This design comes from an exercise in tuning for small area on the open sky130 flow, not from production work.
Function was checked by simulation only, so behaviour that the tests miss may differ from the original.
Power is estimated from default activity; no workload was simulated.

<file path="flow/standard.sh">
#!/bin/bash
# synth_recipe.tcl (not shown) runs the flow's synth.tcl, then flattens the netlist and writes it again
# the make line also repeats each setting of config.mk as NAME=value (left out here)
make -C /OpenROAD-flow-scripts/flow DESIGN_CONFIG=/design/flow/config.mk WORK_HOME=/design/flow/orfs CLKGATE_MAP_FILE= SYNTH_SCRIPT=/design/flow/synth_recipe.tcl "${@:-finish}"
</file>
<file path="flow/design.v">
`timescale 1ns/1ps
package wallacePkg;
	localparam int rowCount = 13;
	localparam int rowWidth = 26;
	localparam int rowShift = 2;
	localparam int productWidth = 48;
	localparam int pipeDepth = 3;
endpackage
`timescale 1ns/1ps
module fullAdder (input logic a, input logic b, input logic c, output logic s, output logic co);
	assign s = a ^ b ^ c;
	assign co = (a & b) | (a & c) | (b & c);
endmodule
module halfAdder (input logic a, input logic b, output logic s, output logic co);
	assign s = a ^ b;
	assign co = a & b;
endmodule
module earlyReducer
(
	input logic clk,
	input logic rstN,
	input logic [337:0] rows,
	input logic inValid,
	output logic [13:0] lowQ,
	output logic [64:0] pairQ,
	output logic carryQ,
	output logic earlyValid
);
	logic w1, w2, w3, w4, w5, w6, w7, w8, w9, w10, w11, w12, w13, w14, w15, w16, w17, w18, w19, w20, w21, w22, w23, w24, w25, w26, w27, w28, w29, w30, w31, w32, w33, w34, w35, w36, w37, w38, w39, w40, w41, w42, w43, w44, w45, w46, w47, w48, w49, w50, w51, w52, w53, w54, w55, w56, w57, w58, w59, w60, w61, w62, w63, w64, w65, w66, w67, w68, w69, w70, w71, w72, w73, w74, w75, w76, w77, w78, w79, w80, w81, w82, w83, w84, w85, w86, w87, w88, w89, w90, w91, w92, w93, w94, w95, w96, w97, w98, w99, w100, w101, w102, w103, w104, w105, w106, w107, w108, w109, w110, w111, w112, w113, w114, w115, w116, w117, w118, w119, w120, w121, w122, w123, w124, w125, w126, w127, w128, w129, w130, w131, w132, w133, w134, w135, w136, w137, w138, w139, w140, w141, w142, w143, w144, w145, w146, w147, w148, w149, w150, w151, w152, w153, w154, w155, w156, w157, w158, w159, w160, w161, w162, w163, w164, w165, w166, w167, w168, w169, w170, w171, w172, w173, w174, w175, w176, w177, w178, w179, w180, w181, w182, w183, w184, w185, w186, w187, w188, w189, w190, w191, w192, w193, w194, w195, w196, w197, w198, w199, w200, w201, w202, w203, w204, w205, w206, w207, w208, w209, w210, w211, w212, w213, w214, w215, w216, w217, w218, w219, w220, w221, w222, w223, w224, w225, w226, w227, w228, w229, w230, w231, w232, w233, w234, w235, w236, w237, w238, w239, w240, w241, w242, w243, w244, w245, w246, w247, w248, w249, w250, w251, w252, w253, w254, w255, w256, w257, w258, w259, w260, w261, w262, w263, w264, w265, w266, w267, w268, w269, w270, w271, w272, w273, w274, w275, w276, w277, w278, w279, w280, w281, w282, w283, w284, w285, w286, w287, w288, w289, w290, w291, w292, w293, w294, w295, w296, w297, w298, w299, w300, w301, w302, w303, w304, w305, w306, w307, w308, w309, w310, w311, w312, w313, w314, w315, w316, w317, w318, w319, w320, w321, w322, w323, w324, w325, w326, w327, w328, w329, w330, w331, w332, w333, w334, w335, w336, w337, w338, w339, w340, w341, w342, w343, w344, w345, w346, w347, w348, w349, w350, w351, w352, w353, w354, w355, w356, w357, w358, w359, w360, w361, w362, w363, w364, w365, w366, w367, w368, w369, w370, w371, w372, w373, w374, w375, w376, w377, w378, w379, w380, w381, w382, w383, w384, w385, w386, w387, w388, w389, w390, w391, w392, w393, w394, w395, w396, w397, w398, w399, w400, w401, w402, w403, w404, w405, w406, w407, w408, w409, w410, w411, w412, w413, w414, w415, w416, w417, w418, w419, w420, w421, w422, w423, w424, w425, w426, w427, w428, w429, w430, w431, w432, w433, w434, w435, w436, w437, w438, w439, w440, w441, w442, w443, w444, w445, w446, w447, w448, w449, w450, w451, w452, w453, w454, w455, w456, w457, w458, w459, w460, w461, w462, w463, w464, w465, w466, w467, w468, w469, w470, w471, w472, w473, w474, w475, w476, w477, w478, w479, w480, w481, w482, w483, w484, w485, w486, w487, w488, w489, w490, w491, w492, w493, w494, w495, w496, w497, w498, w499, w500, w501, w502, w503, w504, w505, w506, w507, w508, w509, w510, w511, w512, w513, w514, w515, w516, w517, w518, w519, w520, w521, w522, w523, w524, w525, w526, w527, w528, w529, w530, w531, w532, w533, w534, w535, w536, w537, w538, w539, w540, w541, w542, w543, w544, w545, w546, w547, w548, w549, w550, w551, w552, w553, w554, w555, w556, w557, w558, w559, w560, w561, w562, w563, w564, w565, w566, w567, w568, w569, w570, w571, w572, w573, w574, w575, w576, w577, w578, w579, w580, w581, w582, w583, w584, w585, w586, w587, w588, w589, w590, w591, w592, w593, w594, w595, w596, w597, w598, w599, w600, w601, w602, w603, w604;
	halfAdder uw1 (.a(rows[18]), .b(rows[42]), .s(w1), .co(w2));
	fullAdder uw3 (.a(rows[19]), .b(rows[43]), .c(rows[67]), .s(w3), .co(w4));
	fullAdder uw5 (.a(rows[20]), .b(rows[44]), .c(rows[68]), .s(w5), .co(w6));
	halfAdder uw7 (.a(rows[92]), .b(rows[116]), .s(w7), .co(w8));
	fullAdder uw9 (.a(rows[21]), .b(rows[45]), .c(rows[69]), .s(w9), .co(w10));
	fullAdder uw11 (.a(rows[93]), .b(rows[117]), .c(rows[141]), .s(w11), .co(w12));
	fullAdder uw13 (.a(rows[22]), .b(rows[46]), .c(rows[70]), .s(w13), .co(w14));
	fullAdder uw15 (.a(rows[94]), .b(rows[118]), .c(rows[142]), .s(w15), .co(w16));
	halfAdder uw17 (.a(rows[166]), .b(rows[190]), .s(w17), .co(w18));
	fullAdder uw19 (.a(rows[23]), .b(rows[47]), .c(rows[71]), .s(w19), .co(w20));
	fullAdder uw21 (.a(rows[95]), .b(rows[119]), .c(rows[143]), .s(w21), .co(w22));
	fullAdder uw23 (.a(rows[167]), .b(rows[191]), .c(rows[215]), .s(w23), .co(w24));
	fullAdder uw25 (.a(rows[24]), .b(rows[48]), .c(rows[72]), .s(w25), .co(w26));
	fullAdder uw27 (.a(rows[96]), .b(rows[120]), .c(rows[144]), .s(w27), .co(w28));
	fullAdder uw29 (.a(rows[168]), .b(rows[192]), .c(rows[216]), .s(w29), .co(w30));
	halfAdder uw31 (.a(rows[240]), .b(rows[264]), .s(w31), .co(w32));
	fullAdder uw33 (.a(rows[25]), .b(rows[49]), .c(rows[73]), .s(w33), .co(w34));
	fullAdder uw35 (.a(rows[97]), .b(rows[121]), .c(rows[145]), .s(w35), .co(w36));
	fullAdder uw37 (.a(rows[169]), .b(rows[193]), .c(rows[217]), .s(w37), .co(w38));
	fullAdder uw39 (.a(rows[241]), .b(rows[265]), .c(rows[289]), .s(w39), .co(w40));
	fullAdder uw41 (.a(rows[25]), .b(rows[50]), .c(rows[74]), .s(w41), .co(w42));
	fullAdder uw43 (.a(rows[98]), .b(rows[122]), .c(rows[146]), .s(w43), .co(w44));
	fullAdder uw45 (.a(rows[170]), .b(rows[194]), .c(rows[218]), .s(w45), .co(w46));
	fullAdder uw47 (.a(rows[242]), .b(rows[266]), .c(rows[290]), .s(w47), .co(w48));
	fullAdder uw49 (.a(rows[75]), .b(rows[99]), .c(rows[123]), .s(w49), .co(w50));
	fullAdder uw51 (.a(rows[147]), .b(rows[171]), .c(rows[195]), .s(w51), .co(w52));
	fullAdder uw53 (.a(rows[219]), .b(rows[243]), .c(rows[267]), .s(w53), .co(w54));
	assign w55 = ~rows[291];
	fullAdder uw56 (.a(rows[25]), .b(rows[51]), .c(w55), .s(w56), .co(w57));
	fullAdder uw58 (.a(rows[76]), .b(rows[100]), .c(rows[124]), .s(w58), .co(w59));
	fullAdder uw60 (.a(rows[148]), .b(rows[172]), .c(rows[196]), .s(w60), .co(w61));
	fullAdder uw62 (.a(rows[220]), .b(rows[244]), .c(rows[268]), .s(w62), .co(w63));
	fullAdder uw64 (.a(rows[101]), .b(rows[125]), .c(rows[149]), .s(w64), .co(w65));
	fullAdder uw66 (.a(rows[173]), .b(rows[197]), .c(rows[221]), .s(w66), .co(w67));
	fullAdder uw68 (.a(rows[245]), .b(rows[269]), .c(rows[293]), .s(w68), .co(w69));
	fullAdder uw70 (.a(rows[102]), .b(rows[126]), .c(rows[150]), .s(w70), .co(w71));
	fullAdder uw72 (.a(rows[174]), .b(rows[198]), .c(rows[222]), .s(w72), .co(w73));
	fullAdder uw74 (.a(rows[127]), .b(rows[151]), .c(rows[175]), .s(w74), .co(w75));
	fullAdder uw76 (.a(rows[199]), .b(rows[223]), .c(rows[247]), .s(w76), .co(w77));
	fullAdder uw78 (.a(rows[128]), .b(rows[152]), .c(rows[176]), .s(w78), .co(w79));
	fullAdder uw80 (.a(rows[153]), .b(rows[177]), .c(rows[201]), .s(w80), .co(w81));
	halfAdder uw82 (.a(rows[12]), .b(rows[36]), .s(w82), .co(w83));
	fullAdder uw84 (.a(rows[13]), .b(rows[37]), .c(rows[61]), .s(w84), .co(w85));
	fullAdder uw86 (.a(rows[14]), .b(rows[38]), .c(rows[62]), .s(w86), .co(w87));
	halfAdder uw88 (.a(rows[86]), .b(rows[110]), .s(w88), .co(w89));
	fullAdder uw90 (.a(rows[15]), .b(rows[39]), .c(rows[63]), .s(w90), .co(w91));
	fullAdder uw92 (.a(rows[87]), .b(rows[111]), .c(rows[135]), .s(w92), .co(w93));
	fullAdder uw94 (.a(rows[16]), .b(rows[40]), .c(rows[64]), .s(w94), .co(w95));
	fullAdder uw96 (.a(rows[88]), .b(rows[112]), .c(rows[136]), .s(w96), .co(w97));
	halfAdder uw98 (.a(rows[160]), .b(rows[184]), .s(w98), .co(w99));
	fullAdder uw100 (.a(rows[17]), .b(rows[41]), .c(rows[65]), .s(w100), .co(w101));
	fullAdder uw102 (.a(rows[89]), .b(rows[113]), .c(rows[137]), .s(w102), .co(w103));
	fullAdder uw104 (.a(rows[161]), .b(rows[185]), .c(rows[209]), .s(w104), .co(w105));
	fullAdder uw106 (.a(rows[66]), .b(rows[90]), .c(rows[114]), .s(w106), .co(w107));
	fullAdder uw108 (.a(rows[138]), .b(rows[162]), .c(rows[186]), .s(w108), .co(w109));
	fullAdder uw110 (.a(rows[210]), .b(rows[234]), .c(w1), .s(w110), .co(w111));
	fullAdder uw112 (.a(rows[91]), .b(rows[115]), .c(rows[139]), .s(w112), .co(w113));
	fullAdder uw114 (.a(rows[163]), .b(rows[187]), .c(rows[211]), .s(w114), .co(w115));
	fullAdder uw116 (.a(rows[235]), .b(w2), .c(w3), .s(w116), .co(w117));
	fullAdder uw118 (.a(rows[140]), .b(rows[164]), .c(rows[188]), .s(w118), .co(w119));
	fullAdder uw120 (.a(rows[212]), .b(rows[236]), .c(rows[260]), .s(w120), .co(w121));
	fullAdder uw122 (.a(w7), .b(w4), .c(w5), .s(w122), .co(w123));
	fullAdder uw124 (.a(rows[165]), .b(rows[189]), .c(rows[213]), .s(w124), .co(w125));
	fullAdder uw126 (.a(rows[237]), .b(rows[261]), .c(w8), .s(w126), .co(w127));
	fullAdder uw128 (.a(w6), .b(w9), .c(w11), .s(w128), .co(w129));
	fullAdder uw130 (.a(rows[214]), .b(rows[238]), .c(rows[262]), .s(w130), .co(w131));
	fullAdder uw132 (.a(rows[286]), .b(w17), .c(w10), .s(w132), .co(w133));
	fullAdder uw134 (.a(w12), .b(w13), .c(w15), .s(w134), .co(w135));
	fullAdder uw136 (.a(rows[239]), .b(rows[263]), .c(rows[287]), .s(w136), .co(w137));
	fullAdder uw138 (.a(w18), .b(w14), .c(w16), .s(w138), .co(w139));
	fullAdder uw140 (.a(w19), .b(w21), .c(w23), .s(w140), .co(w141));
	fullAdder uw142 (.a(rows[288]), .b(rows[312]), .c(w31), .s(w142), .co(w143));
	fullAdder uw144 (.a(w20), .b(w22), .c(w24), .s(w144), .co(w145));
	fullAdder uw146 (.a(w25), .b(w27), .c(w29), .s(w146), .co(w147));
	fullAdder uw148 (.a(rows[313]), .b(w32), .c(w26), .s(w148), .co(w149));
	fullAdder uw150 (.a(w28), .b(w30), .c(w33), .s(w150), .co(w151));
	fullAdder uw152 (.a(w35), .b(w37), .c(w39), .s(w152), .co(w153));
	fullAdder uw154 (.a(rows[314]), .b(w34), .c(w36), .s(w154), .co(w155));
	fullAdder uw156 (.a(w38), .b(w40), .c(w41), .s(w156), .co(w157));
	fullAdder uw158 (.a(w43), .b(w45), .c(w47), .s(w158), .co(w159));
	fullAdder uw160 (.a(rows[315]), .b(w42), .c(w44), .s(w160), .co(w161));
	fullAdder uw162 (.a(w46), .b(w48), .c(w49), .s(w162), .co(w163));
	assign w164 = ~w56;
	fullAdder uw165 (.a(w51), .b(w53), .c(w164), .s(w165), .co(w166));
	fullAdder uw167 (.a(rows[316]), .b(w50), .c(w52), .s(w167), .co(w168));
	fullAdder uw169 (.a(w54), .b(w58), .c(w60), .s(w169), .co(w170));
	assign w171 = ~w62;
	fullAdder uw172 (.a(rows[292]), .b(w57), .c(w171), .s(w172), .co(w173));
	assign w174 = ~rows[77];
	fullAdder uw175 (.a(rows[292]), .b(rows[317]), .c(w174), .s(w175), .co(w176));
	fullAdder uw177 (.a(w59), .b(w61), .c(w63), .s(w177), .co(w178));
	fullAdder uw179 (.a(w64), .b(w66), .c(w68), .s(w179), .co(w180));
	fullAdder uw181 (.a(rows[270]), .b(rows[294]), .c(rows[318]), .s(w181), .co(w182));
	fullAdder uw183 (.a(w65), .b(w67), .c(w69), .s(w183), .co(w184));
	assign w185 = ~rows[246];
	fullAdder uw186 (.a(w185), .b(w70), .c(w72), .s(w186), .co(w187));
	fullAdder uw188 (.a(rows[246]), .b(rows[271]), .c(rows[295]), .s(w188), .co(w189));
	fullAdder uw190 (.a(rows[319]), .b(w71), .c(w73), .s(w190), .co(w191));
	assign w192 = ~rows[103];
	fullAdder uw193 (.a(w192), .b(w74), .c(w76), .s(w193), .co(w194));
	fullAdder uw195 (.a(rows[224]), .b(rows[248]), .c(rows[272]), .s(w195), .co(w196));
	assign w197 = ~rows[200];
	fullAdder uw198 (.a(rows[296]), .b(rows[320]), .c(w197), .s(w198), .co(w199));
	fullAdder uw200 (.a(w75), .b(w77), .c(w78), .s(w200), .co(w201));
	fullAdder uw202 (.a(rows[200]), .b(rows[225]), .c(rows[249]), .s(w202), .co(w203));
	fullAdder uw204 (.a(rows[273]), .b(rows[297]), .c(rows[321]), .s(w204), .co(w205));
	assign w206 = ~rows[129];
	fullAdder uw207 (.a(w206), .b(w79), .c(w80), .s(w207), .co(w208));
	fullAdder uw209 (.a(rows[178]), .b(rows[202]), .c(rows[226]), .s(w209), .co(w210));
	fullAdder uw211 (.a(rows[250]), .b(rows[274]), .c(rows[298]), .s(w211), .co(w212));
	assign w213 = ~rows[154];
	fullAdder uw214 (.a(rows[322]), .b(w213), .c(w81), .s(w214), .co(w215));
	fullAdder uw216 (.a(rows[154]), .b(rows[179]), .c(rows[203]), .s(w216), .co(w217));
	fullAdder uw218 (.a(rows[227]), .b(rows[251]), .c(rows[275]), .s(w218), .co(w219));
	assign w220 = ~rows[155];
	fullAdder uw221 (.a(rows[299]), .b(rows[323]), .c(w220), .s(w221), .co(w222));
	fullAdder uw223 (.a(rows[180]), .b(rows[204]), .c(rows[228]), .s(w223), .co(w224));
	fullAdder uw225 (.a(rows[252]), .b(rows[276]), .c(rows[300]), .s(w225), .co(w226));
	fullAdder uw227 (.a(rows[205]), .b(rows[229]), .c(rows[253]), .s(w227), .co(w228));
	fullAdder uw229 (.a(rows[277]), .b(rows[301]), .c(rows[325]), .s(w229), .co(w230));
	fullAdder uw231 (.a(rows[206]), .b(rows[230]), .c(rows[254]), .s(w231), .co(w232));
	fullAdder uw233 (.a(rows[231]), .b(rows[255]), .c(rows[279]), .s(w233), .co(w234));
	halfAdder uw235 (.a(rows[8]), .b(rows[32]), .s(w235), .co(w236));
	fullAdder uw237 (.a(rows[9]), .b(rows[33]), .c(rows[57]), .s(w237), .co(w238));
	fullAdder uw239 (.a(rows[10]), .b(rows[34]), .c(rows[58]), .s(w239), .co(w240));
	halfAdder uw241 (.a(rows[82]), .b(rows[106]), .s(w241), .co(w242));
	fullAdder uw243 (.a(rows[11]), .b(rows[35]), .c(rows[59]), .s(w243), .co(w244));
	fullAdder uw245 (.a(rows[83]), .b(rows[107]), .c(rows[131]), .s(w245), .co(w246));
	fullAdder uw247 (.a(rows[60]), .b(rows[84]), .c(rows[108]), .s(w247), .co(w248));
	fullAdder uw249 (.a(rows[132]), .b(rows[156]), .c(w82), .s(w249), .co(w250));
	fullAdder uw251 (.a(rows[85]), .b(rows[109]), .c(rows[133]), .s(w251), .co(w252));
	fullAdder uw253 (.a(rows[157]), .b(w83), .c(w84), .s(w253), .co(w254));
	fullAdder uw255 (.a(rows[134]), .b(rows[158]), .c(rows[182]), .s(w255), .co(w256));
	fullAdder uw257 (.a(w88), .b(w85), .c(w86), .s(w257), .co(w258));
	fullAdder uw259 (.a(rows[159]), .b(rows[183]), .c(w89), .s(w259), .co(w260));
	fullAdder uw261 (.a(w87), .b(w90), .c(w92), .s(w261), .co(w262));
	fullAdder uw263 (.a(rows[208]), .b(w98), .c(w91), .s(w263), .co(w264));
	fullAdder uw265 (.a(w93), .b(w94), .c(w96), .s(w265), .co(w266));
	fullAdder uw267 (.a(w99), .b(w95), .c(w97), .s(w267), .co(w268));
	fullAdder uw269 (.a(w100), .b(w102), .c(w104), .s(w269), .co(w270));
	fullAdder uw271 (.a(w101), .b(w103), .c(w105), .s(w271), .co(w272));
	fullAdder uw273 (.a(w106), .b(w108), .c(w110), .s(w273), .co(w274));
	fullAdder uw275 (.a(w107), .b(w109), .c(w112), .s(w275), .co(w276));
	fullAdder uw277 (.a(w114), .b(w111), .c(w116), .s(w277), .co(w278));
	fullAdder uw279 (.a(w113), .b(w115), .c(w118), .s(w279), .co(w280));
	fullAdder uw281 (.a(w120), .b(w117), .c(w122), .s(w281), .co(w282));
	fullAdder uw283 (.a(w119), .b(w121), .c(w124), .s(w283), .co(w284));
	fullAdder uw285 (.a(w126), .b(w123), .c(w128), .s(w285), .co(w286));
	fullAdder uw287 (.a(w125), .b(w130), .c(w127), .s(w287), .co(w288));
	fullAdder uw289 (.a(w132), .b(w129), .c(w134), .s(w289), .co(w290));
	fullAdder uw291 (.a(w131), .b(w136), .c(w133), .s(w291), .co(w292));
	fullAdder uw293 (.a(w135), .b(w138), .c(w140), .s(w293), .co(w294));
	fullAdder uw295 (.a(w137), .b(w142), .c(w139), .s(w295), .co(w296));
	fullAdder uw297 (.a(w141), .b(w144), .c(w146), .s(w297), .co(w298));
	fullAdder uw299 (.a(w143), .b(w145), .c(w148), .s(w299), .co(w300));
	fullAdder uw301 (.a(w147), .b(w150), .c(w152), .s(w301), .co(w302));
	fullAdder uw303 (.a(w149), .b(w151), .c(w153), .s(w303), .co(w304));
	fullAdder uw305 (.a(w154), .b(w156), .c(w158), .s(w305), .co(w306));
	fullAdder uw307 (.a(w155), .b(w157), .c(w159), .s(w307), .co(w308));
	fullAdder uw309 (.a(w160), .b(w162), .c(w165), .s(w309), .co(w310));
	fullAdder uw311 (.a(w161), .b(w163), .c(w166), .s(w311), .co(w312));
	assign w313 = ~w172;
	fullAdder uw314 (.a(w167), .b(w169), .c(w313), .s(w314), .co(w315));
	fullAdder uw316 (.a(w175), .b(w168), .c(w170), .s(w316), .co(w317));
	assign w318 = ~w173;
	fullAdder uw319 (.a(w177), .b(w318), .c(w179), .s(w319), .co(w320));
	fullAdder uw321 (.a(w176), .b(w181), .c(w178), .s(w321), .co(w322));
	fullAdder uw323 (.a(w180), .b(w183), .c(w186), .s(w323), .co(w324));
	fullAdder uw325 (.a(w182), .b(w188), .c(w184), .s(w325), .co(w326));
	fullAdder uw327 (.a(w187), .b(w190), .c(w193), .s(w327), .co(w328));
	fullAdder uw329 (.a(w189), .b(w195), .c(w198), .s(w329), .co(w330));
	fullAdder uw331 (.a(w191), .b(w194), .c(w200), .s(w331), .co(w332));
	fullAdder uw333 (.a(w196), .b(w199), .c(w202), .s(w333), .co(w334));
	fullAdder uw335 (.a(w204), .b(w201), .c(w207), .s(w335), .co(w336));
	fullAdder uw337 (.a(w203), .b(w205), .c(w209), .s(w337), .co(w338));
	fullAdder uw339 (.a(w211), .b(w208), .c(w214), .s(w339), .co(w340));
	fullAdder uw341 (.a(w210), .b(w212), .c(w216), .s(w341), .co(w342));
	fullAdder uw343 (.a(w218), .b(w221), .c(w215), .s(w343), .co(w344));
	fullAdder uw345 (.a(w217), .b(w219), .c(w222), .s(w345), .co(w346));
	assign w347 = ~rows[324];
	fullAdder uw348 (.a(w347), .b(w223), .c(w225), .s(w348), .co(w349));
	fullAdder uw350 (.a(rows[324]), .b(w224), .c(w226), .s(w350), .co(w351));
	assign w352 = ~rows[181];
	fullAdder uw353 (.a(w352), .b(w227), .c(w229), .s(w353), .co(w354));
	assign w355 = ~rows[278];
	fullAdder uw356 (.a(rows[302]), .b(rows[326]), .c(w355), .s(w356), .co(w357));
	fullAdder uw358 (.a(w228), .b(w230), .c(w231), .s(w358), .co(w359));
	fullAdder uw360 (.a(rows[278]), .b(rows[303]), .c(rows[327]), .s(w360), .co(w361));
	assign w362 = ~rows[207];
	fullAdder uw363 (.a(w362), .b(w232), .c(w233), .s(w363), .co(w364));
	fullAdder uw365 (.a(rows[256]), .b(rows[280]), .c(rows[304]), .s(w365), .co(w366));
	assign w367 = ~rows[232];
	fullAdder uw368 (.a(rows[328]), .b(w367), .c(w234), .s(w368), .co(w369));
	fullAdder uw370 (.a(rows[232]), .b(rows[257]), .c(rows[281]), .s(w370), .co(w371));
	assign w372 = ~rows[233];
	fullAdder uw373 (.a(rows[305]), .b(rows[329]), .c(w372), .s(w373), .co(w374));
	fullAdder uw375 (.a(rows[258]), .b(rows[282]), .c(rows[306]), .s(w375), .co(w376));
	fullAdder uw377 (.a(rows[283]), .b(rows[307]), .c(rows[331]), .s(w377), .co(w378));
	halfAdder uw379 (.a(rows[6]), .b(rows[30]), .s(w379), .co(w380));
	fullAdder uw381 (.a(rows[7]), .b(rows[31]), .c(rows[55]), .s(w381), .co(w382));
	fullAdder uw383 (.a(rows[56]), .b(rows[80]), .c(rows[104]), .s(w383), .co(w384));
	fullAdder uw385 (.a(rows[81]), .b(rows[105]), .c(w236), .s(w385), .co(w386));
	fullAdder uw387 (.a(rows[130]), .b(w241), .c(w238), .s(w387), .co(w388));
	fullAdder uw389 (.a(w242), .b(w240), .c(w243), .s(w389), .co(w390));
	fullAdder uw391 (.a(w244), .b(w246), .c(w247), .s(w391), .co(w392));
	fullAdder uw393 (.a(w248), .b(w251), .c(w250), .s(w393), .co(w394));
	fullAdder uw395 (.a(w252), .b(w255), .c(w254), .s(w395), .co(w396));
	fullAdder uw397 (.a(w256), .b(w259), .c(w258), .s(w397), .co(w398));
	fullAdder uw399 (.a(w260), .b(w263), .c(w262), .s(w399), .co(w400));
	fullAdder uw401 (.a(w264), .b(w266), .c(w267), .s(w401), .co(w402));
	fullAdder uw403 (.a(w268), .b(w270), .c(w271), .s(w403), .co(w404));
	fullAdder uw405 (.a(w272), .b(w275), .c(w274), .s(w405), .co(w406));
	fullAdder uw407 (.a(w276), .b(w279), .c(w278), .s(w407), .co(w408));
	fullAdder uw409 (.a(w280), .b(w283), .c(w282), .s(w409), .co(w410));
	fullAdder uw411 (.a(w284), .b(w287), .c(w286), .s(w411), .co(w412));
	fullAdder uw413 (.a(w288), .b(w291), .c(w290), .s(w413), .co(w414));
	fullAdder uw415 (.a(w292), .b(w295), .c(w294), .s(w415), .co(w416));
	fullAdder uw417 (.a(w296), .b(w299), .c(w298), .s(w417), .co(w418));
	fullAdder uw419 (.a(w300), .b(w302), .c(w303), .s(w419), .co(w420));
	fullAdder uw421 (.a(w304), .b(w306), .c(w307), .s(w421), .co(w422));
	fullAdder uw423 (.a(w308), .b(w310), .c(w311), .s(w423), .co(w424));
	fullAdder uw425 (.a(w312), .b(w316), .c(w315), .s(w425), .co(w426));
	fullAdder uw427 (.a(w317), .b(w321), .c(w320), .s(w427), .co(w428));
	fullAdder uw429 (.a(w322), .b(w325), .c(w324), .s(w429), .co(w430));
	fullAdder uw431 (.a(w329), .b(w326), .c(w328), .s(w431), .co(w432));
	fullAdder uw433 (.a(w330), .b(w333), .c(w332), .s(w433), .co(w434));
	fullAdder uw435 (.a(w334), .b(w337), .c(w336), .s(w435), .co(w436));
	fullAdder uw437 (.a(w338), .b(w341), .c(w343), .s(w437), .co(w438));
	fullAdder uw439 (.a(w342), .b(w345), .c(w348), .s(w439), .co(w440));
	fullAdder uw441 (.a(w346), .b(w349), .c(w350), .s(w441), .co(w442));
	fullAdder uw443 (.a(w356), .b(w351), .c(w354), .s(w443), .co(w444));
	fullAdder uw445 (.a(w357), .b(w360), .c(w359), .s(w445), .co(w446));
	fullAdder uw447 (.a(w361), .b(w365), .c(w364), .s(w447), .co(w448));
	fullAdder uw449 (.a(w366), .b(w370), .c(w373), .s(w449), .co(w450));
	fullAdder uw451 (.a(w371), .b(w374), .c(w375), .s(w451), .co(w452));
	fullAdder uw453 (.a(rows[330]), .b(w376), .c(w377), .s(w453), .co(w454));
	assign w455 = ~rows[284];
	fullAdder uw456 (.a(rows[308]), .b(rows[332]), .c(w455), .s(w456), .co(w457));
	fullAdder uw458 (.a(rows[284]), .b(rows[309]), .c(rows[333]), .s(w458), .co(w459));
	halfAdder uw460 (.a(rows[4]), .b(rows[28]), .s(w460), .co(w461));
	fullAdder uw462 (.a(rows[5]), .b(rows[29]), .c(rows[53]), .s(w462), .co(w463));
	fullAdder uw464 (.a(rows[54]), .b(rows[78]), .c(w379), .s(w464), .co(w465));
	fullAdder uw466 (.a(rows[79]), .b(w380), .c(w381), .s(w466), .co(w467));
	fullAdder uw468 (.a(w235), .b(w382), .c(w383), .s(w468), .co(w469));
	fullAdder uw470 (.a(w384), .b(w237), .c(w385), .s(w470), .co(w471));
	fullAdder uw472 (.a(w239), .b(w386), .c(w387), .s(w472), .co(w473));
	fullAdder uw474 (.a(w245), .b(w388), .c(w389), .s(w474), .co(w475));
	fullAdder uw476 (.a(w249), .b(w390), .c(w391), .s(w476), .co(w477));
	fullAdder uw478 (.a(w392), .b(w253), .c(w393), .s(w478), .co(w479));
	fullAdder uw480 (.a(w257), .b(w394), .c(w395), .s(w480), .co(w481));
	fullAdder uw482 (.a(w261), .b(w396), .c(w397), .s(w482), .co(w483));
	fullAdder uw484 (.a(w265), .b(w398), .c(w399), .s(w484), .co(w485));
	fullAdder uw486 (.a(w269), .b(w400), .c(w401), .s(w486), .co(w487));
	fullAdder uw488 (.a(w273), .b(w402), .c(w403), .s(w488), .co(w489));
	fullAdder uw490 (.a(w404), .b(w277), .c(w405), .s(w490), .co(w491));
	fullAdder uw492 (.a(w281), .b(w406), .c(w407), .s(w492), .co(w493));
	fullAdder uw494 (.a(w285), .b(w408), .c(w409), .s(w494), .co(w495));
	fullAdder uw496 (.a(w289), .b(w410), .c(w411), .s(w496), .co(w497));
	fullAdder uw498 (.a(w293), .b(w412), .c(w413), .s(w498), .co(w499));
	fullAdder uw500 (.a(w297), .b(w414), .c(w415), .s(w500), .co(w501));
	fullAdder uw502 (.a(w301), .b(w416), .c(w417), .s(w502), .co(w503));
	fullAdder uw504 (.a(w305), .b(w418), .c(w419), .s(w504), .co(w505));
	fullAdder uw506 (.a(w309), .b(w420), .c(w421), .s(w506), .co(w507));
	fullAdder uw508 (.a(w314), .b(w422), .c(w423), .s(w508), .co(w509));
	fullAdder uw510 (.a(w319), .b(w424), .c(w425), .s(w510), .co(w511));
	fullAdder uw512 (.a(w323), .b(w426), .c(w427), .s(w512), .co(w513));
	fullAdder uw514 (.a(w327), .b(w428), .c(w429), .s(w514), .co(w515));
	fullAdder uw516 (.a(w331), .b(w430), .c(w431), .s(w516), .co(w517));
	fullAdder uw518 (.a(w335), .b(w432), .c(w433), .s(w518), .co(w519));
	fullAdder uw520 (.a(w339), .b(w434), .c(w435), .s(w520), .co(w521));
	fullAdder uw522 (.a(w340), .b(w436), .c(w437), .s(w522), .co(w523));
	fullAdder uw524 (.a(w344), .b(w439), .c(w438), .s(w524), .co(w525));
	fullAdder uw526 (.a(w353), .b(w440), .c(w441), .s(w526), .co(w527));
	fullAdder uw528 (.a(w358), .b(w442), .c(w443), .s(w528), .co(w529));
	fullAdder uw530 (.a(w363), .b(w444), .c(w445), .s(w530), .co(w531));
	fullAdder uw532 (.a(w368), .b(w446), .c(w447), .s(w532), .co(w533));
	fullAdder uw534 (.a(w369), .b(w449), .c(w448), .s(w534), .co(w535));
	assign w536 = ~rows[330];
	fullAdder uw537 (.a(w536), .b(w450), .c(w451), .s(w537), .co(w538));
	assign w539 = ~rows[259];
	fullAdder uw540 (.a(w539), .b(w452), .c(w453), .s(w540), .co(w541));
	fullAdder uw542 (.a(w378), .b(w456), .c(w454), .s(w542), .co(w543));
	assign w544 = ~rows[285];
	fullAdder uw545 (.a(w544), .b(w457), .c(w458), .s(w545), .co(w546));
	assign w547 = ~rows[310];
	fullAdder uw548 (.a(rows[334]), .b(w547), .c(w459), .s(w548), .co(w549));
	assign w550 = rows[310] ^ rows[311] ^ rows[335];
	halfAdder uw551 (.a(rows[2]), .b(rows[26]), .s(w551), .co(w552));
	fullAdder uw553 (.a(rows[3]), .b(rows[27]), .c(w552), .s(w553), .co(w554));
	fullAdder uw555 (.a(rows[52]), .b(w460), .c(w554), .s(w555), .co(w556));
	fullAdder uw557 (.a(w461), .b(w462), .c(w556), .s(w557), .co(w558));
	halfAdder uw559 (.a(w463), .b(w464), .s(w559), .co(w560));
	halfAdder uw561 (.a(w465), .b(w466), .s(w561), .co(w562));
	halfAdder uw563 (.a(w467), .b(w468), .s(w563), .co(w564));
	halfAdder uw565 (.a(w469), .b(w470), .s(w565), .co(w566));
	halfAdder uw567 (.a(w471), .b(w472), .s(w567), .co(w568));
	halfAdder uw569 (.a(w473), .b(w474), .s(w569), .co(w570));
	halfAdder uw571 (.a(w475), .b(w476), .s(w571), .co(w572));
	halfAdder uw573 (.a(w477), .b(w478), .s(w573), .co(w574));
	assign w575 = w560 | (w559 & w558);
	assign w576 = w564 | (w563 & w562);
	assign w577 = w563 & w561;
	assign w578 = w568 | (w567 & w566);
	assign w579 = w567 & w565;
	assign w580 = w572 | (w571 & w570);
	assign w581 = w571 & w569;
	assign w582 = w576 | (w577 & w575);
	assign w583 = w580 | (w581 & w578);
	assign w584 = w581 & w579;
	assign w585 = w583 | (w584 & w582);
	assign w586 = w578 | (w579 & w582);
	assign w587 = w562 | (w561 & w575);
	assign w588 = w566 | (w565 & w582);
	assign w589 = w570 | (w569 & w586);
	assign w590 = w574 | (w573 & w585);
	assign w591 = w559 ^ w558;
	assign w592 = w561 ^ w575;
	assign w593 = w563 ^ w587;
	assign w594 = w565 ^ w582;
	assign w595 = w567 ^ w588;
	assign w596 = w569 ^ w586;
	assign w597 = w571 ^ w589;
	assign w598 = w573 ^ w585;
	halfAdder uw599 (.a(w545), .b(w543), .s(w599), .co(w600));
	fullAdder uw601 (.a(w546), .b(w548), .c(w600), .s(w601), .co(w602));
	assign w603 = w550 ^ w549 ^ w602;
	assign w604 = ~w603;
	always_ff @(posedge clk) begin
		lowQ[0] <= rows[0];
		lowQ[1] <= rows[1];
		lowQ[2] <= w551;
		lowQ[3] <= w553;
		lowQ[4] <= w555;
		lowQ[5] <= w557;
		lowQ[6] <= w591;
		lowQ[7] <= w592;
		lowQ[8] <= w593;
		lowQ[9] <= w594;
		lowQ[10] <= w595;
		lowQ[11] <= w596;
		lowQ[12] <= w597;
		lowQ[13] <= w598;
		pairQ[0] <= w479;
		pairQ[1] <= w480;
		pairQ[2] <= w481;
		pairQ[3] <= w482;
		pairQ[4] <= w483;
		pairQ[5] <= w484;
		pairQ[6] <= w485;
		pairQ[7] <= w486;
		pairQ[8] <= w487;
		pairQ[9] <= w488;
		pairQ[10] <= w489;
		pairQ[11] <= w490;
		pairQ[12] <= w491;
		pairQ[13] <= w492;
		pairQ[14] <= w493;
		pairQ[15] <= w494;
		pairQ[16] <= w495;
		pairQ[17] <= w496;
		pairQ[18] <= w497;
		pairQ[19] <= w498;
		pairQ[20] <= w499;
		pairQ[21] <= w500;
		pairQ[22] <= w501;
		pairQ[23] <= w502;
		pairQ[24] <= w503;
		pairQ[25] <= w504;
		pairQ[26] <= w505;
		pairQ[27] <= w506;
		pairQ[28] <= w507;
		pairQ[29] <= w508;
		pairQ[30] <= w509;
		pairQ[31] <= w510;
		pairQ[32] <= w511;
		pairQ[33] <= w512;
		pairQ[34] <= w513;
		pairQ[35] <= w514;
		pairQ[36] <= w515;
		pairQ[37] <= w516;
		pairQ[38] <= w517;
		pairQ[39] <= w518;
		pairQ[40] <= w519;
		pairQ[41] <= w520;
		pairQ[42] <= w521;
		pairQ[43] <= w522;
		pairQ[44] <= w523;
		pairQ[45] <= w524;
		pairQ[46] <= w525;
		pairQ[47] <= w526;
		pairQ[48] <= w527;
		pairQ[49] <= w528;
		pairQ[50] <= w529;
		pairQ[51] <= w530;
		pairQ[52] <= w531;
		pairQ[53] <= w532;
		pairQ[54] <= w533;
		pairQ[55] <= w534;
		pairQ[56] <= w535;
		pairQ[57] <= w537;
		pairQ[58] <= w538;
		pairQ[59] <= w540;
		pairQ[60] <= w541;
		pairQ[61] <= w542;
		pairQ[62] <= w599;
		pairQ[63] <= w601;
		pairQ[64] <= w604;
		carryQ <= w590;
	end
	always_ff @(posedge clk or negedge rstN) begin
		if (!rstN) begin
			earlyValid <= 1'b0;
		end else begin
			earlyValid <= inValid;
		end
	end
endmodule
`timescale 1ns/1ps
module lateReducer
(
	input logic clk,
	input logic rstN,
	input logic [13:0] lowQ,
	input logic [64:0] pairQ,
	input logic carryQ,
	input logic earlyValid,
	output logic [47:0] sumQ,
	output logic pairValid
);
	logic l1, l2, l3, l4, l5, l6, l7, l8, l9, l10, l11, l12, l13, l14, l15, l16, l17, l18, l19, l20, l21, l22, l23, l24, l25, l26, l27, l28, l29, l30, l31, l32, l33, l34, l35, l36, l37, l38, l39, l40, l41, l42, l43, l44, l45, l46, l47, l48, l49, l50, l51, l52, l53, l54, l55, l56, l57, l58, l59, l60, l61, l62, l63, l64, l65, l66, l67, l68, l69, l70, l71, l72, l73, l74, l75, l76, l77, l78, l79, l80, l81, l82, l83, l84, l85, l86, l87, l88, l89, l90, l91, l92, l93, l94, l95, l96, l97, l98, l99, l100, l101, l102, l103, l104, l105, l106, l107, l108, l109, l110, l111, l112, l113, l114, l115, l116, l117, l118, l119, l120, l121, l122, l123, l124, l125, l126, l127, l128, l129, l130, l131, l132, l133, l134, l135, l136, l137, l138, l139, l140, l141, l142, l143, l144, l145, l146, l147, l148, l149, l150, l151, l152, l153, l154, l155, l156, l157, l158, l159, l160, l161, l162, l163, l164, l165, l166, l167, l168, l169, l170, l171, l172, l173, l174, l175, l176, l177, l178, l179, l180, l181;
	halfAdder ul1 (.a(pairQ[0]), .b(pairQ[1]), .s(l1), .co(l2));
	halfAdder ul3 (.a(pairQ[2]), .b(pairQ[3]), .s(l3), .co(l4));
	halfAdder ul5 (.a(pairQ[4]), .b(pairQ[5]), .s(l5), .co(l6));
	halfAdder ul7 (.a(pairQ[6]), .b(pairQ[7]), .s(l7), .co(l8));
	halfAdder ul9 (.a(pairQ[8]), .b(pairQ[9]), .s(l9), .co(l10));
	halfAdder ul11 (.a(pairQ[10]), .b(pairQ[11]), .s(l11), .co(l12));
	halfAdder ul13 (.a(pairQ[12]), .b(pairQ[13]), .s(l13), .co(l14));
	halfAdder ul15 (.a(pairQ[14]), .b(pairQ[15]), .s(l15), .co(l16));
	halfAdder ul17 (.a(pairQ[16]), .b(pairQ[17]), .s(l17), .co(l18));
	halfAdder ul19 (.a(pairQ[18]), .b(pairQ[19]), .s(l19), .co(l20));
	halfAdder ul21 (.a(pairQ[20]), .b(pairQ[21]), .s(l21), .co(l22));
	halfAdder ul23 (.a(pairQ[22]), .b(pairQ[23]), .s(l23), .co(l24));
	halfAdder ul25 (.a(pairQ[24]), .b(pairQ[25]), .s(l25), .co(l26));
	halfAdder ul27 (.a(pairQ[26]), .b(pairQ[27]), .s(l27), .co(l28));
	halfAdder ul29 (.a(pairQ[28]), .b(pairQ[29]), .s(l29), .co(l30));
	halfAdder ul31 (.a(pairQ[30]), .b(pairQ[31]), .s(l31), .co(l32));
	halfAdder ul33 (.a(pairQ[32]), .b(pairQ[33]), .s(l33), .co(l34));
	halfAdder ul35 (.a(pairQ[34]), .b(pairQ[35]), .s(l35), .co(l36));
	halfAdder ul37 (.a(pairQ[36]), .b(pairQ[37]), .s(l37), .co(l38));
	halfAdder ul39 (.a(pairQ[38]), .b(pairQ[39]), .s(l39), .co(l40));
	halfAdder ul41 (.a(pairQ[40]), .b(pairQ[41]), .s(l41), .co(l42));
	halfAdder ul43 (.a(pairQ[42]), .b(pairQ[43]), .s(l43), .co(l44));
	halfAdder ul45 (.a(pairQ[44]), .b(pairQ[45]), .s(l45), .co(l46));
	halfAdder ul47 (.a(pairQ[46]), .b(pairQ[47]), .s(l47), .co(l48));
	halfAdder ul49 (.a(pairQ[48]), .b(pairQ[49]), .s(l49), .co(l50));
	halfAdder ul51 (.a(pairQ[50]), .b(pairQ[51]), .s(l51), .co(l52));
	halfAdder ul53 (.a(pairQ[52]), .b(pairQ[53]), .s(l53), .co(l54));
	halfAdder ul55 (.a(pairQ[54]), .b(pairQ[55]), .s(l55), .co(l56));
	halfAdder ul57 (.a(pairQ[56]), .b(pairQ[57]), .s(l57), .co(l58));
	halfAdder ul59 (.a(pairQ[58]), .b(pairQ[59]), .s(l59), .co(l60));
	halfAdder ul61 (.a(pairQ[60]), .b(pairQ[61]), .s(l61), .co(l62));
	assign l63 = l2 | (l1 & carryQ);
	assign l64 = l6 | (l5 & l4);
	assign l65 = l5 & l3;
	assign l66 = l10 | (l9 & l8);
	assign l67 = l9 & l7;
	assign l68 = l14 | (l13 & l12);
	assign l69 = l13 & l11;
	assign l70 = l18 | (l17 & l16);
	assign l71 = l17 & l15;
	assign l72 = l22 | (l21 & l20);
	assign l73 = l21 & l19;
	assign l74 = l26 | (l25 & l24);
	assign l75 = l25 & l23;
	assign l76 = l30 | (l29 & l28);
	assign l77 = l29 & l27;
	assign l78 = l34 | (l33 & l32);
	assign l79 = l33 & l31;
	assign l80 = l38 | (l37 & l36);
	assign l81 = l37 & l35;
	assign l82 = l42 | (l41 & l40);
	assign l83 = l41 & l39;
	assign l84 = l46 | (l45 & l44);
	assign l85 = l45 & l43;
	assign l86 = l50 | (l49 & l48);
	assign l87 = l49 & l47;
	assign l88 = l54 | (l53 & l52);
	assign l89 = l53 & l51;
	assign l90 = l58 | (l57 & l56);
	assign l91 = l57 & l55;
	assign l92 = l62 | (l61 & l60);
	assign l93 = l61 & l59;
	assign l94 = l64 | (l65 & l63);
	assign l95 = l68 | (l69 & l66);
	assign l96 = l69 & l67;
	assign l97 = l72 | (l73 & l70);
	assign l98 = l73 & l71;
	assign l99 = l76 | (l77 & l74);
	assign l100 = l77 & l75;
	assign l101 = l80 | (l81 & l78);
	assign l102 = l81 & l79;
	assign l103 = l84 | (l85 & l82);
	assign l104 = l85 & l83;
	assign l105 = l88 | (l89 & l86);
	assign l106 = l89 & l87;
	assign l107 = l92 | (l93 & l90);
	assign l108 = l93 & l91;
	assign l109 = l95 | (l96 & l94);
	assign l110 = l99 | (l100 & l97);
	assign l111 = l100 & l98;
	assign l112 = l103 | (l104 & l101);
	assign l113 = l104 & l102;
	assign l114 = l107 | (l108 & l105);
	assign l115 = l108 & l106;
	assign l116 = l110 | (l111 & l109);
	assign l117 = l114 | (l115 & l112);
	assign l118 = l115 & l113;
	assign l119 = l117 | (l118 & l116);
	assign l120 = l112 | (l113 & l116);
	assign l121 = l97 | (l98 & l109);
	assign l122 = l101 | (l102 & l116);
	assign l123 = l105 | (l106 & l120);
	assign l124 = l66 | (l67 & l94);
	assign l125 = l70 | (l71 & l109);
	assign l126 = l74 | (l75 & l121);
	assign l127 = l78 | (l79 & l116);
	assign l128 = l82 | (l83 & l122);
	assign l129 = l86 | (l87 & l120);
	assign l130 = l90 | (l91 & l123);
	assign l131 = l4 | (l3 & l63);
	assign l132 = l8 | (l7 & l94);
	assign l133 = l12 | (l11 & l124);
	assign l134 = l16 | (l15 & l109);
	assign l135 = l20 | (l19 & l125);
	assign l136 = l24 | (l23 & l121);
	assign l137 = l28 | (l27 & l126);
	assign l138 = l32 | (l31 & l116);
	assign l139 = l36 | (l35 & l127);
	assign l140 = l40 | (l39 & l122);
	assign l141 = l44 | (l43 & l128);
	assign l142 = l48 | (l47 & l120);
	assign l143 = l52 | (l51 & l129);
	assign l144 = l56 | (l55 & l123);
	assign l145 = l60 | (l59 & l130);
	assign l146 = l1 ^ carryQ;
	assign l147 = l3 ^ l63;
	assign l148 = l5 ^ l131;
	assign l149 = l7 ^ l94;
	assign l150 = l9 ^ l132;
	assign l151 = l11 ^ l124;
	assign l152 = l13 ^ l133;
	assign l153 = l15 ^ l109;
	assign l154 = l17 ^ l134;
	assign l155 = l19 ^ l125;
	assign l156 = l21 ^ l135;
	assign l157 = l23 ^ l121;
	assign l158 = l25 ^ l136;
	assign l159 = l27 ^ l126;
	assign l160 = l29 ^ l137;
	assign l161 = l31 ^ l116;
	assign l162 = l33 ^ l138;
	assign l163 = l35 ^ l127;
	assign l164 = l37 ^ l139;
	assign l165 = l39 ^ l122;
	assign l166 = l41 ^ l140;
	assign l167 = l43 ^ l128;
	assign l168 = l45 ^ l141;
	assign l169 = l47 ^ l120;
	assign l170 = l49 ^ l142;
	assign l171 = l51 ^ l129;
	assign l172 = l53 ^ l143;
	assign l173 = l55 ^ l123;
	assign l174 = l57 ^ l144;
	assign l175 = l59 ^ l130;
	assign l176 = l61 ^ l145;
	assign l177 = pairQ[62] ^ l119;
	assign l178 = l119 & pairQ[62];
	assign l179 = pairQ[63] ^ l178;
	assign l180 = l178 & pairQ[63];
	assign l181 = pairQ[64] ^ l180;
	always_ff @(posedge clk) begin
		sumQ[13:0] <= lowQ;
		sumQ[14] <= l146;
		sumQ[15] <= l147;
		sumQ[16] <= l148;
		sumQ[17] <= l149;
		sumQ[18] <= l150;
		sumQ[19] <= l151;
		sumQ[20] <= l152;
		sumQ[21] <= l153;
		sumQ[22] <= l154;
		sumQ[23] <= l155;
		sumQ[24] <= l156;
		sumQ[25] <= l157;
		sumQ[26] <= l158;
		sumQ[27] <= l159;
		sumQ[28] <= l160;
		sumQ[29] <= l161;
		sumQ[30] <= l162;
		sumQ[31] <= l163;
		sumQ[32] <= l164;
		sumQ[33] <= l165;
		sumQ[34] <= l166;
		sumQ[35] <= l167;
		sumQ[36] <= l168;
		sumQ[37] <= l169;
		sumQ[38] <= l170;
		sumQ[39] <= l171;
		sumQ[40] <= l172;
		sumQ[41] <= l173;
		sumQ[42] <= l174;
		sumQ[43] <= l175;
		sumQ[44] <= l176;
		sumQ[45] <= l177;
		sumQ[46] <= l179;
		sumQ[47] <= l181;
	end
	always_ff @(posedge clk or negedge rstN) begin
		if (!rstN) begin
			pairValid <= 1'b0;
		end else begin
			pairValid <= earlyValid;
		end
	end
endmodule
`timescale 1ns/1ps
module finalAdder
(
	input logic clk,
	input logic rstN,
	input logic [47:0] sumQ,
	input logic pairValid,
	output logic [47:0] product,
	output logic outValid
);
	always_ff @(posedge clk) begin
		product <= sumQ;
	end
	always_ff @(posedge clk or negedge rstN) begin
		if (!rstN) begin
			outValid <= 1'b0;
		end else begin
			outValid <= pairValid;
		end
	end
endmodule
`timescale 1ns/1ps
module wallaceTree
(
	input logic clk,
	input logic rstN,
	input logic [337:0] rows,
	input logic inValid,
	output logic [47:0] product,
	output logic outValid
);
	logic [13:0] lowQ;
	logic [64:0] pairQ;
	logic carryQ;
	logic earlyValid;
	logic [47:0] sumQ;
	logic pairValid;
	earlyReducer uEarly (
		.clk(clk),
		.rstN(rstN),
		.rows(rows),
		.inValid(inValid),
		.lowQ(lowQ),
		.pairQ(pairQ),
		.carryQ(carryQ),
		.earlyValid(earlyValid)
	);
	lateReducer uLate (
		.clk(clk),
		.rstN(rstN),
		.lowQ(lowQ),
		.pairQ(pairQ),
		.carryQ(carryQ),
		.earlyValid(earlyValid),
		.sumQ(sumQ),
		.pairValid(pairValid)
	);
	finalAdder uFinal (
		.clk(clk),
		.rstN(rstN),
		.sumQ(sumQ),
		.pairValid(pairValid),
		.product(product),
		.outValid(outValid)
	);
endmodule
</file>
<file path="flow/flow/run.sh">
#!/bin/bash
# Standard layout with smaller port buffers and no CTS dummy loads.
export BUFFER_PORTS_ARGS="-buffer_cell sky130_fd_sc_hd__buf_1"
export CTS_ARGS="-sink_clustering_enable -repair_clock_nets -dont_use_dummy_load -buf_list {sky130_fd_sc_hd__clkbuf_4 sky130_fd_sc_hd__clkbuf_8} -sink_clustering_size 30 -sink_clustering_max_diameter 100"
bash standard.sh > standard.log 2>&1
status=$?
tail -20 standard.log
exit $status
</file>
<file path="flow/constraint.sdc">
create_clock -name core_clock -period 3.0 [get_ports {clk}]
set_input_delay 0.6000 -clock core_clock [delete_from_list [all_inputs] [get_ports {clk}]]
set_output_delay 0.6000 -clock core_clock [all_outputs]
set_load 0.01 [all_outputs]
</file>
<file path="flow/config.mk">
export PLATFORM = sky130hd
export DESIGN_NAME = wallaceTree
export DESIGN_NICKNAME = wallaceTree
export VERILOG_FILES = /design/flow/design.v
export SDC_FILE = /design/flow/constraint.sdc
export NUM_CORES = 4
export LEC_CHECK = 0
export CAP_MARGIN = 20
export CORE_MARGIN = 2
export CORE_UTILIZATION = 35
export SLEW_MARGIN = 20
export SYNTH_HIERARCHICAL = 1
</file>
==> results.txt, run 1 <==
Combinational Power Share -> 53.0%
CTS Buf Count -> 17
most frequently used flop master after synthesis -> dfxtp_1
Area growth, synth to finish -> 22.1%
synthesized area -> 10500 µm²
Critical Path AT -> 3200 ps
clock latency on the worst-skew pair -> 440 ps
post-layout worst setup margin -> 119 ps
num rows -> 63
Detailed Place HPWL -> 19.4 mm
EDFF count, synth -> 0
Reg power frac -> 35.9%
H-tree lvl count -> 4
crit path max fanout -> 3
CP max stage cell -> fa_1
register area share after synthesis -> 34.2%
area share of the largest cell type after synthesis -> 48.7%
vias in the first global route -> 7199
Worst path max stage delay -> 580 ps
Sw Share -> 37.0%
WL/cell -> 14.3 µm
count of final setup violators -> 0
element type at the critical path end -> flip-flop
Critical Path Source Type -> input pin
First-pass DRT Iterations -> 4
maximum vdd drop -> 383 µV
Die Footprint -> 31500 µm²
FF+latch count, synth -> 179
post-CTS setup buffers -> 0
die span in y -> 177 µm
max-cap violation count -> 0
Area contributors post-synth -> fa_1 49%, dfxtp_1 33%, ha_1 8.9%, xnor2_1 1.8%, inv_1 1.0%
fin crit period -> 2880 ps
DP Area -> 12600 µm²
WP data required -> 3320 ps
global placement routability congestion -> 0.777
final WL -> 20.9 mm
first-pass GRT wire length -> 33.8 mm
fmax -> 0.347 GHz
Pint -> 6.98 mW
antenna-violating nets left -> 0
final net count -> 1741
status -> timing/DRC/antenna clean
clock root cell -> clkbuf_8
Power Total -> 11.1 mW
Synthesis Warnings -> 9
clk sinks -> 179
Syn Area/Cell -> 16.0 µm²
CP Buf/Inv Count -> 1
Min-Delay Path Class -> in2reg
remaining routing DRC violations -> 0
vias per cell -> 4.28
IO Pins -> 390
Top cell by count, worst path -> fa_1
WHS -> 249 ps
Final period util -> 96.0%
critical path's top delay family -> adder cells
total grt overflow -> 0
setup TNS -> 0 ps
Max clock buf depth -> 2
clock share of power -> 11.1%
Syn Nets -> 1329
Die W -> 177 µm
most frequent cells in the layout -> 387 x buf_1, 238 x fa_1, 176 x dfxtp_1
Synth area leader -> fa_1
CTS clk-pin slew, worst paths -> 90 ps
ys async rst share -> 1.68%
DR vias -> 6238
CTS tree -> yes
pwr dens -> 864 nW/µm²
Syn Inst Count -> 657
Slew Limit Fails -> 0
critical path class -> in2reg
Least-Margin Pin Slew -> 354 ps
P_leak -> 5.04 nW
Final Hold Viols -> 0
unrepaired setup endpoints after global routing -> no
NetSw -> 4.11 mW
clk_skew -> 37.0 ps
CORE AREA -> 29600 µm²
1st-iter DRT viols -> 117
pre-CTS setup slack -> -352 ps
initial core utilization -> 35.5%
Slew HR -> 76.1%
post-synth cell types -> 34
initial antenna violation count -> 2
cell area after layout -> 12800 µm²
pin count of the biggest net entering global routing -> 19
total track usage -> 14.1%
leading cell type in the layout, fill and taps excluded -> buf_1
# port buffers -> 387
worst-path cell chain -> buf_1, fa_1, fa_1, fa_1, ha_4, a21oi_2, o21a_1, o31ai_1, ha_2, or2_4
share of cells above drive strength 1 -> 5.53%
filler cell count -> 2810
## modules after synthesis (local to each module, per instance), excerpt
module        times used  cells
earlyReducer           1    131
halfAdder             52      1
lateReducer            1    169
finalAdder             1     49
fullAdder            256      1
## path summary, 6_finish.rpt
path	from	end	slack, ps	cells after the start
worst max-delay path	rows[108]	uEarly.carryQ	120	10
worst min-delay path	rows[0]	uEarly.lowQ[0]	250	1
worst max register to register	uEarly.pairQ[1]	uLate.sumQ[34]	170	13
worst min register to register	uLate.sumQ[6]	uFinal.product[6]	290	0
max in group asynchronous	rstN	uFinal.outValid	2370	2
min in group asynchronous	rstN	uEarly.earlyValid	490	2
## power by group through the flow
stage / logic (mW) / clock network (mW) / registers (mW)
after global routing: 6.96 / 1.38 / 4.10
after detailed placement: 6.03 / 0 / 4.06
after global placement: 5.89 / 0 / 4.04
after CTS: 6.07 / 1.31 / 4.01
final: 5.88 / 1.23 / 3.98
after floorplan: 3.98 / 0 / 4.13
## final cells by class
class	count	area, µm²	share of cell area (%)
Clock buffer	17	234	1.82
Inverter	28	105	0.818
Antenna cell	2	5.00	0.0390
Multi-Input combinational cell	450	6910	53.8
Timing Repair Buffer	393	1500	11.7
Sequential cell	179	3600	28.0
Tap cell	390	488	3.80
## synthesized netlist by cell type (3+ instances only)
cell / number
ha_1: 75
a21oi_2: 3
inv_1: 28
o21ai_0: 5
xnor2_1: 22
nand2_1: 10
nor2_1: 23
fa_1: 256
a21o_1: 9
dfrtp_1: 3
nand4_1: 4
nand3_1: 4
a21oi_1: 12
dfxtp_1: 176
## cells by family (layout without fill, tap and decap cells)
logic type	Yosys count	in the layout	synth area share [%]
adders and majority gates	331	331	57.6
DFF	179	179	34.2
and+or+nand+nor	50	50	2.22
AOI/OAI and AO/OA	46	46	3.03
buffers and inverters	28	438	0.999
xor gates and xnor gates	23	23	1.91
other	0	2	0
## what timing repair did
item	4_1_cts	5_1_grt
resized for setup	0	5
endpoints found under the setup margin	0	5
hold endpoints to repair	3	0
hold buffers	1	0
## routing by layer
metal  track usage (%)  up-vias  share of wire, %
li1                  -     2916                 -
met1              15.8     3082                37
met2              26.1      228                54
met3              4.31       12               8.5
met4              2.97        0               1.0
met5                 0        -                 0
## stage by stage
stage	cells	util, %
finish	1459	43.3
global route	1457	43.3
CTS	1457	43.2
detailed placement	1439	42.4
global placement	1439	42.4
floorplan	657	-
## flip-flops by register name, indices dropped and copies added, names as in the netlist
register	cells
uFinal.outValid	1
uEarly.carryQ	1
uEarly.lowQ	14
uEarly.pairQ	65
uEarly.earlyValid	1
uFinal.product	48
uLate.sumQ	48
uLate.pairValid	1
==> run 2, diff against run 1 <==
--- a/flow/config.mk
+++ b/flow/config.mk
@@ -9,3 +9,3 @@
 export CORE_MARGIN = 2
-export CORE_UTILIZATION = 35
+export CORE_UTILIZATION = 45
 export SLEW_MARGIN = 20
==> run 2 against run 1 <==
Worst setup slack better by 11 ps. Area after synthesis stayed put. Die area is 22% lower. Synthesized cell count stayed put. Total power is 0.51% lower. Clock power hardly changed. Fmax is 0.39% higher. Cell count is 5.4% lower. Clock-buffer cell count stayed put. Final area is 0.72% lower. Sequential power hardly changed. Wire length is 0.42% lower. Critical path type unchanged. Critical endpoint unchanged.
==> results.txt, run 2 <==
status -> timing/DRC/antenna clean
Syn Inst Count -> 657 (unchanged)
IO Pins -> 390 (unchanged)
CTS clk-pin slew, worst paths -> 90 ps (about the same)
num rows -> 55 (-13%)
Die W -> 157 µm (-12%)
filler cell count -> 1965 (-30%)
Critical Path AT -> 3200 ps (about the same)
critical path class -> in2reg
fmax -> 0.348 GHz (+0.39%)
DP Area -> 12500 µm² (-0.77%)
antenna-violating nets left -> 0 (unchanged)
Area contributors post-synth -> fa_1 49%, dfxtp_1 33%, ha_1 8.9%, xnor2_1 1.8%, inv_1 1.0%
Syn Area/Cell -> 16.0 µm² (unchanged)
max reg flops -> 65 (unchanged)
Worst Setup SP -> rows[108]
most frequent cells in the layout -> 387 x buf_1, 238 x fa_1, 176 x dfxtp_1
total track usage -> 18.3% (+4.2 points)
Die Footprint -> 24600 µm² (-22%)
clk_skew -> 35.4 ps (-1.61 ps)
clock root cell -> clkbuf_8
most frequently used flop master after synthesis -> dfxtp_1
final non-filler cell total -> 1380 (-5.4%)
post-CTS setup buffers -> 0 (unchanged)
# port buffers -> 387 (unchanged)
First-pass DRT Iterations -> 4 (unchanged)
Final Hold Viols -> 0 (unchanged)
total grt overflow -> 0 (unchanged)
pwr dens -> 865 nW/µm² (+0.21%)
vias per cell -> 4.56 (+6.6%)
WHS -> 241 ps (-8.01 ps)
final net count -> 1741 (unchanged)
clk sinks -> 179 (unchanged)
final WL -> 20.8 mm (-0.42%)
die span in y -> 157 µm (-12%)
FF+latch count, synth -> 179 (unchanged)
Slew Limit Fails -> 0 (unchanged)
Synth area leader -> fa_1
Min-Delay Path Class -> in2reg
Syn Nets -> 1329 (unchanged)
initial core utilization -> 46.2% (+11 points)
1st-iter DRT viols -> 129 (+10%)
clock latency on the worst-skew pair -> 450 ps (about the same)
count leader, synth -> fa_1
largest registers -> uEarly.pairQ: 65 flops, uFinal.product: 48 flops, uLate.sumQ: 48 flops
ys async rst share -> 1.68% (unchanged)
post-layout worst setup margin -> 131 ps (+11.2 ps)
CTS tree -> yes
element type at the critical path end -> flip-flop
# diodes -> 0 (-2)
first-pass GRT wire length -> 33.7 mm (-0.29%)
Hold Path Origin -> rows[1]
Max clock buf depth -> 2 (unchanged)
P_leak -> 5.05 nW (about the same)
DR vias -> 6287 (+0.79%)
initial antenna violation count -> 0 (-2)
maximum vdd drop -> 299 µV (-22%)
synthesized area -> 10500 µm² (unchanged)
fin crit period -> 2870 ps (-11.2 ps)
area share of the largest cell type after synthesis -> 48.7% (unchanged)
Final period util -> 95.6% (-0.37 points)
WL/cell -> 15.1 µm (+5.3%)
share of cells above drive strength 1 -> 5.62% (+0.094 points)
post-synth cell types -> 34 (unchanged)
pin count of the biggest net entering global routing -> 17 (-2)
vias in the first global route -> 7052 (-2.0%)
unrepaired setup endpoints after global routing -> no
EDFF count, synth -> 0 (unchanged)
crit path max fanout -> 3 (unchanged)
max-cap violation count -> 0 (unchanged)
WP data required -> 3330 ps (about the same)
cell area after layout -> 12800 µm² (-0.72%)
Area growth, synth to finish -> 21.2%
top post-synthesis cells by count -> 256 x fa_1, 176 x dfxtp_1, 75 x ha_1, 28 x inv_1, 23 x nor2_1
R2R Path Start -> uEarly.pairQ[1]
CTS Buf Count -> 17 (unchanged)
Largest Register -> uEarly.pairQ
Least-Margin Pin Slew -> 303 ps (-51.4 ps)
CORE AREA -> 22800 µm² (-23%)
Slew HR -> 79.6% (+3.5 points)
Synthesis Warnings -> 9 (unchanged)
H-tree lvl count -> 4 (unchanged)
Detailed Place HPWL -> 19.3 mm (-0.30%)
count of final setup violators -> 0 (unchanged)
remaining routing DRC violations -> 0 (unchanged)
Critical Path Source Type -> input pin
register area share after synthesis -> 34.2% (unchanged)
leading cell type in the layout, fill and taps excluded -> buf_1
placed insts -> 1362 (-5.4%)
pre-CTS setup slack -> -302 ps (+49.6 ps)
global placement routability congestion -> 0.811 (+4.3%)
==> run 2: cell counts after synthesis <==
Identical to the previous run, type by type.
==> run 2: worst paths after layout <==
path / cells past startpoint / endpoint / slack, ps
hold / removal: 1 / uEarly.lowQ[1] / 240
hold reg to reg: 0 / uFinal.product[32] / 310
max in group asynchronous: 2 / uLate.pairValid / 2320
min in group asynchronous: 2 / uEarly.earlyValid / 490
setup / recovery: 10 / uEarly.carryQ / 130
setup reg to reg: 12 / uLate.sumQ[47] / 200
==> run 2: Yosys stat by module (local to each module, per instance), excerpt <==
module,cell area [µm²],flip-flops and latches,cells inside,copies in the design
finalAdder,986,49,49,1
fullAdder,20.0,0,1,256
earlyReducer,1930,81,131,1
halfAdder,12.5,0,1,52
lateReducer,1830,49,169,1
==> run 2: what timing repair did <==
item | CTS | global route
hold endpoints to repair | 3 | 0
endpoints found under the setup margin | 0 | 5
hold buffers | 1 | 0
gates resized for setup | 0 | 6
==> run 2: per-stage QoR <==
step                power [mW]  setup TNS (ps)  util (%)
floorplan                 8.11            -288         -
global placement          9.85           -5950      54.8
detailed placement        9.98           -6320      54.8
CTS                       11.2               0      55.9
global route              12.4               0      56.0
finish                    11.0               0      56.0
==> run 2: cells by family (layout without fill, tap and decap cells) <==
| logic type | count (synthesis) | after routing | share of synthesized area [%] |
|---|---|---|---|
| simple gates | 50 | 50 | 2.22 |
| fa+ha+maj | 331 | 331 | 57.6 |
| compound gates | 46 | 46 | 3.03 |
| flops | 179 | 179 | 34.2 |
| xor+xnor | 23 | 23 | 1.91 |
| buf+inv | 28 | 438 | 0.999 |
==> run 2: routing by layer <==
layer / wire, µm / GRT usage [%] / part of all wire, % / vias up
li1: - / - / - / 2922
met1: 7920 / 21.7 / 38 / 3120
met2: 11300 / 33.4 / 54 / 228
met3: 1450 / 5.04 / 6.9 / 17
met4: 191 / 3.49 / 0.92 / 0
met5: 0 / 0 / 0 / -
==> run 2: where the power goes <==
group          total (mW)  internal [mW]  leakage [nW]  switching, mW
combinational        5.85           2.79          3.40           3.06
sequential           3.98           3.68          1.52          0.300
clock                1.20          0.501         0.122          0.701
total                11.0           6.98          5.05           4.06
==> run 2: cell type report <==
cell class | instances | area [µm²] | share of cell area (%)
inverters | 28 | 105 | 0.824
well taps | 313 | 392 | 3.07
clock buffers | 17 | 234 | 1.83
multi-input cells | 450 | 6920 | 54.3
repair buffers | 393 | 1500 | 11.8
flip-flops and latches | 179 | 3600 | 28.2
==> run 2: worst max-delay path, stage by stage <==
cell and delay (ps):
buf_1 90, fa_1 570, fa_1 450, fa_1 570, ha_4 220, a21oi_2 110
o21a_1 120, o31ai_1 70, ha_2 180, or2_4 210

[separate check: timing with driven ports]
Ports are ideal in the flow. The routed layouts listed here were re-timed in OpenROAD.
Step 1 (the two cells are an assumption about what drives the block):
set clk [get_ports {clk}]
set_driving_cell -lib_cell sky130_fd_sc_hd__clkbuf_16 $clk
set_driving_cell -lib_cell sky130_fd_sc_hd__buf_2 [delete_from_list [all_inputs] $clk]
Step 2 times the ports against the registers' clock, not the clock port: input delays grow and output delays shrink by t, the midpoint of the rising clock arrivals with the driver on.
Slacks: no drivers / after step 1 / after step 2; pairs: no drivers / after step 1.
| run | t, ns | setup WS [ns] | worst register clock-pin slew, ns | pins driven straight from the clock port |
|---|---|---|---|---|
| run 1 | 0.471 | 0.119 / 0.138 / -0.333 | 0.10 / 0.10 | 1 |
| run 2 | 0.471 | 0.131 / 0.146 / -0.324 | 0.09 / 0.09 | 1 |
Met with ideal ports but missed after step 2: setup timing in run 1 and run 2. For run 2, which loses most, drivers alone change the setup slack by +0.015 ns; drivers and shift together by -0.455 ns.
